This design comes from an exercise in tuning for small area, a short achievable clock period and few clock cycles per item on the open sky130 flow, not from production work.
In this exercise RTL edits were held to simulation tests only and were not proved equivalent to the original.
No activity file was given, so power comes from the tool's default toggle rates.

== the previous run ==
==> module sbus_top, before the edit <==
module sbus_top (
    input  logic                                         clk,
    input  logic                                         rst_n,
    input  logic [3-1:0]                 cmd_valid,
    input  logic [3*(1 + 6 + 4*32)-1:0]     cmd,
    output logic [3-1:0]                 cmd_ready,
    output logic [3-1:0]                 rsp_valid,
    output logic [3*(1 + 4*32)-1:0]     rsp,
    input  logic [3-1:0]                 rsp_ready
);
    localparam int NM    = 3;
    localparam int DW    = 32;
    localparam int AW    = 6;
    localparam int BL    = 4;
    localparam int CW    = (1 + 6 + 4*32);
    localparam int RW    = (1 + 4*32);
    localparam int DEPTH = 64;
    localparam int ROWS  = DEPTH / BL;
    logic [NM-1:0] busy;    
    logic [NM-1:0] grant;   
    logic [NM-1:0] acc;
    logic [NM-1:0] take;
    logic [NM-1:0] free_n;  
    logic [NM-1:0] grant_d;
    assign acc       = cmd_valid & grant;
    assign take      = rsp_ready & busy;
    assign free_n    = ~(acc | (busy & ~take));
    assign cmd_ready = grant;
    assign rsp_valid = busy;
    logic [NM-1:0] last;    
    logic [NM-1:0] idle_q;  
    logic [NM-1:0] idle_d;
    logic [NM-1:0] elig;
    logic [2:0]    credit [NM];
    logic [2:0]    credit_d [NM];
    assign idle_d = (idle_q | (grant & ~cmd_valid)) & free_n & ~cmd_valid;
    assign elig   = ((free_n & ~idle_d) != '0) ? (free_n & ~idle_d) : free_n;
    always_comb begin
        logic all_pos;
        all_pos = 1'b1;
        for (int i = 0; i < NM; i++) begin
            credit_d[i] = (acc[i] && credit[i] != 3'd7) ? credit[i] + 3'd1 : credit[i];
            if (credit_d[i] == '0) all_pos = 1'b0;
        end
        if (all_pos) begin
            for (int i = 0; i < NM; i++) credit_d[i] = credit_d[i] - 3'd1;
        end
    end
    logic [NM-1:0] beats [NM];
    always_comb begin
        for (int j = 0; j < NM; j++) begin
            for (int i = 0; i < NM; i++) begin
                int rj, ri;   
                rj = 0;
                ri = 0;
                for (int l = 0; l < NM; l++) begin
                    if (last[l]) begin
                        rj = (j + NM - l - 1) % NM;
                        ri = (i + NM - l - 1) % NM;
                    end
                end
                beats[j][i] = (j != i) &&
                              ((credit[j] < credit[i]) || (credit[j] == credit[i] && rj < ri));
            end
        end
    end
    always_comb begin
        for (int i = 0; i < NM; i++) begin
            logic lost;
            lost = 1'b0;
            for (int j = 0; j < NM; j++) begin
                if (beats[j][i] && elig[j]) lost = 1'b1;
            end
            grant_d[i] = elig[i] && !lost;
        end
    end
    always_ff @(posedge clk or negedge rst_n) begin
        if (!rst_n) begin
            busy   <= '0;
            grant  <= NM'(1);
            last   <= NM'(1) << (NM - 1);
            idle_q <= '0;
            for (int i = 0; i < NM; i++) credit[i] <= '0;
        end else begin
            busy   <= ~free_n;
            grant  <= grant_d;
            idle_q <= idle_d;
            if (grant_d != '0) begin
                last <= grant_d;
            end
            for (int i = 0; i < NM; i++) credit[i] <= credit_d[i];
        end
    end
    logic          s_wr;
    logic [BL*DW-1:0] s_data;
    logic          s_acc;
    always_comb begin
        s_wr   = 1'b0;
        s_data = '0;
        for (int i = 0; i < NM; i++) begin
            if (grant[i]) begin
                s_wr   = s_wr   | cmd[i*CW + BL*DW + AW];
                s_data = s_data | cmd[i*CW +: BL*DW];
            end
        end
    end
    assign s_acc = |acc;
    logic [1:0]      lo;
    logic [ROWS-1:0] rsel [BL];  
    always_comb begin
        logic [1:0]      m_lo;
        logic [AW-3:0]   m_hi;
        logic [ROWS-1:0] m_dec;
        lo = '0;
        for (int j = 0; j < BL; j++) rsel[j] = '0;
        for (int i = 0; i < NM; i++) begin
            m_lo = cmd[i*CW + BL*DW +: 2];
            m_hi = cmd[i*CW + BL*DW + 2 +: AW-2];
            for (int r = 0; r < ROWS; r++) m_dec[r] = (m_hi == (AW-2)'(r));
            if (grant[i]) lo = lo | m_lo;
            for (int j = 0; j < BL; j++) begin
                for (int r = 0; r < ROWS; r++) begin
                    if (grant[i] && ((2'(j) < m_lo) ? m_dec[(r + ROWS - 1) % ROWS] : m_dec[r])) begin
                        rsel[j][r] = 1'b1;
                    end
                end
            end
        end
    end
    logic [DW-1:0] mem [DEPTH];
    logic [DEPTH-1:0] vld;
    logic [DW-1:0]   bank_rd [BL];
    logic [DW-1:0]   bank_wd [BL];
    logic [DW-1:0]   rd [BL];
    logic            wr_go;
    assign wr_go = s_acc && s_wr;
    always_comb begin
        logic bank_vl;
        for (int j = 0; j < BL; j++) begin
            bank_rd[j] = '0;
            bank_vl    = 1'b0;
            for (int r = 0; r < ROWS; r++) begin
                if (rsel[j][r]) begin
                    bank_rd[j] = bank_rd[j] | mem[r*BL + j];
                    bank_vl    = bank_vl | vld[r*BL + j];
                end
            end
            bank_rd[j] = bank_rd[j] & {DW{bank_vl}};
            bank_wd[j] = s_data[((j - lo) & (BL - 1))*DW +: DW];
        end
        for (int k = 0; k < BL; k++) begin
            rd[k] = bank_rd[(lo + k) & (BL - 1)];
        end
    end
    always_ff @(posedge clk) begin
        for (int j = 0; j < BL; j++) begin
            for (int r = 0; r < ROWS; r++) begin
                if (wr_go && rsel[j][r]) begin
                    mem[r*BL + j] <= bank_wd[j];
                end
            end
        end
    end
    always_ff @(posedge clk or negedge rst_n) begin
        if (!rst_n) begin
            vld <= '0;
        end else begin
            for (int j = 0; j < BL; j++) begin
                for (int r = 0; r < ROWS; r++) begin
                    if (wr_go && rsel[j][r]) begin
                        vld[r*BL + j] <= 1'b1;
                    end
                end
            end
        end
    end
    logic [NM-1:0]    r_wr;
    logic [BL*DW-1:0] r_data [NM];
    always_ff @(posedge clk) begin
        for (int i = 0; i < NM; i++) begin
            if (acc[i]) begin
                r_wr[i] <= s_wr;
                for (int k = 0; k < BL; k++) begin
                    r_data[i][k*DW +: DW] <= rd[k];
                end
            end
        end
    end
    always_comb begin
        for (int i = 0; i < NM; i++) begin
            rsp[i*RW +: RW] = {r_wr[i], r_data[i]};
        end
    end
endmodule
Settings: LEC_CHECK=0, CAP_MARGIN=30, CORE_MARGIN=2, CORE_UTILIZATION=30, SETUP_SLACK_MARGIN=3.8, SLEW_MARGIN=30; clock period 7.5 ns.
standard.sh (not shown) runs the stock make flow with config.mk's settings and CLKGATE_MAP_FILE= SYNTH_SCRIPT=/design/flow/synth_recipe.tcl, a recipe that flattens the netlist after the stock synthesis.
==> flow/flow/run.sh <==
#!/bin/bash
# The standard layout with these changes:
# - the port buffers are buf_2 cells (the default pick is a slow delay buffer);
# - the resizer may swap a cell for one of another footprint, so it can
#   upsize the port buffers and the logic;
# - clock tree synthesis clusters up to 30 sinks per leaf buffer and inserts
#   no dummy loads.
set -euo pipefail
bash standard.sh MATCH_CELL_FOOTPRINT=0 \
    "BUFFER_PORTS_ARGS=-buffer_cell sky130_fd_sc_hd__buf_2" \
    "CTS_ARGS=-sink_clustering_enable -repair_clock_nets -sink_clustering_size 30 -sink_clustering_max_diameter 60 -dont_use_dummy_load" \
    finish > standard.log 2>&1
The previous run | stages: all done | timing, DRC, antenna: all pass
Testbench counts of the previous run, summed over its fixed seeds: cycles 1,251, items 960.
Setup changes, the previous run to the current run
--- a/flow/design.v
+++ b/flow/design.v
@@ -137,15 +137,11 @@
     assign wr_go = s_acc && s_wr;
     always_comb begin
-        logic bank_vl;
         for (int j = 0; j < BL; j++) begin
             bank_rd[j] = '0;
-            bank_vl    = 1'b0;
             for (int r = 0; r < ROWS; r++) begin
-                if (rsel[j][r]) begin
+                if (rsel[j][r] && vld[r*BL + j]) begin
                     bank_rd[j] = bank_rd[j] | mem[r*BL + j];
-                    bank_vl    = bank_vl | vld[r*BL + j];
                 end
             end
-            bank_rd[j] = bank_rd[j] & {DW{bank_vl}};
             bank_wd[j] = s_data[((j - lo) & (BL - 1))*DW +: DW];
         end
==> comparison <==
From the previous run to the current run the numbers moved as follows: first-iteration DRC count now sits higher; overall power after layout now sits higher; weighted congestion reported at the end of routability-driven placement now sits higher; switching component of the power now sits higher; remaining max-slew budget at the tightest pin now sits lower. Number of nets in the finished design, the previous run and the current run: smaller value in the previous run. The previous run ended up with nor4_4 as its highest-delay cell along the critical path; the current run ended up with or4b_1.
Testbench counts of the current run, summed over its fixed seeds: cycles 1,251, items 960.

-- port drivers added, routing unchanged --
The results above use ideal ports. As a check the final layouts listed here were re-extracted and re-timed, cells and wires unchanged. Step 1: set_driving_cell puts a clkbuf_16 on clk and a buf_2 on each other input, an assumption about the parent block. Step 2 times the ports against the registers' clock, not the clock port: input delays grow and output delays shrink by t, the midpoint of the rising clock arrivals with the driver on. Slacks: ideal ports / drivers / drivers and shift; pairs: ideal ports / drivers.
run	t, ns	slack for setup (ns)	worst setup path at the end	slew at the worst register clock pin (ns)	pins driven straight from the clock port
the previous run	0.915	3.669 / 3.567 / 2.652	input to register	0.11 / 0.11	1
the current run	0.992	3.643 / 3.362 / 2.370	input to register	0.12 / 0.12	1
After both steps setup and hold are still met in every run listed. For the current run, which loses most, drivers alone change the setup slack by -0.281 ns; drivers and shift together by -1.273 ns.
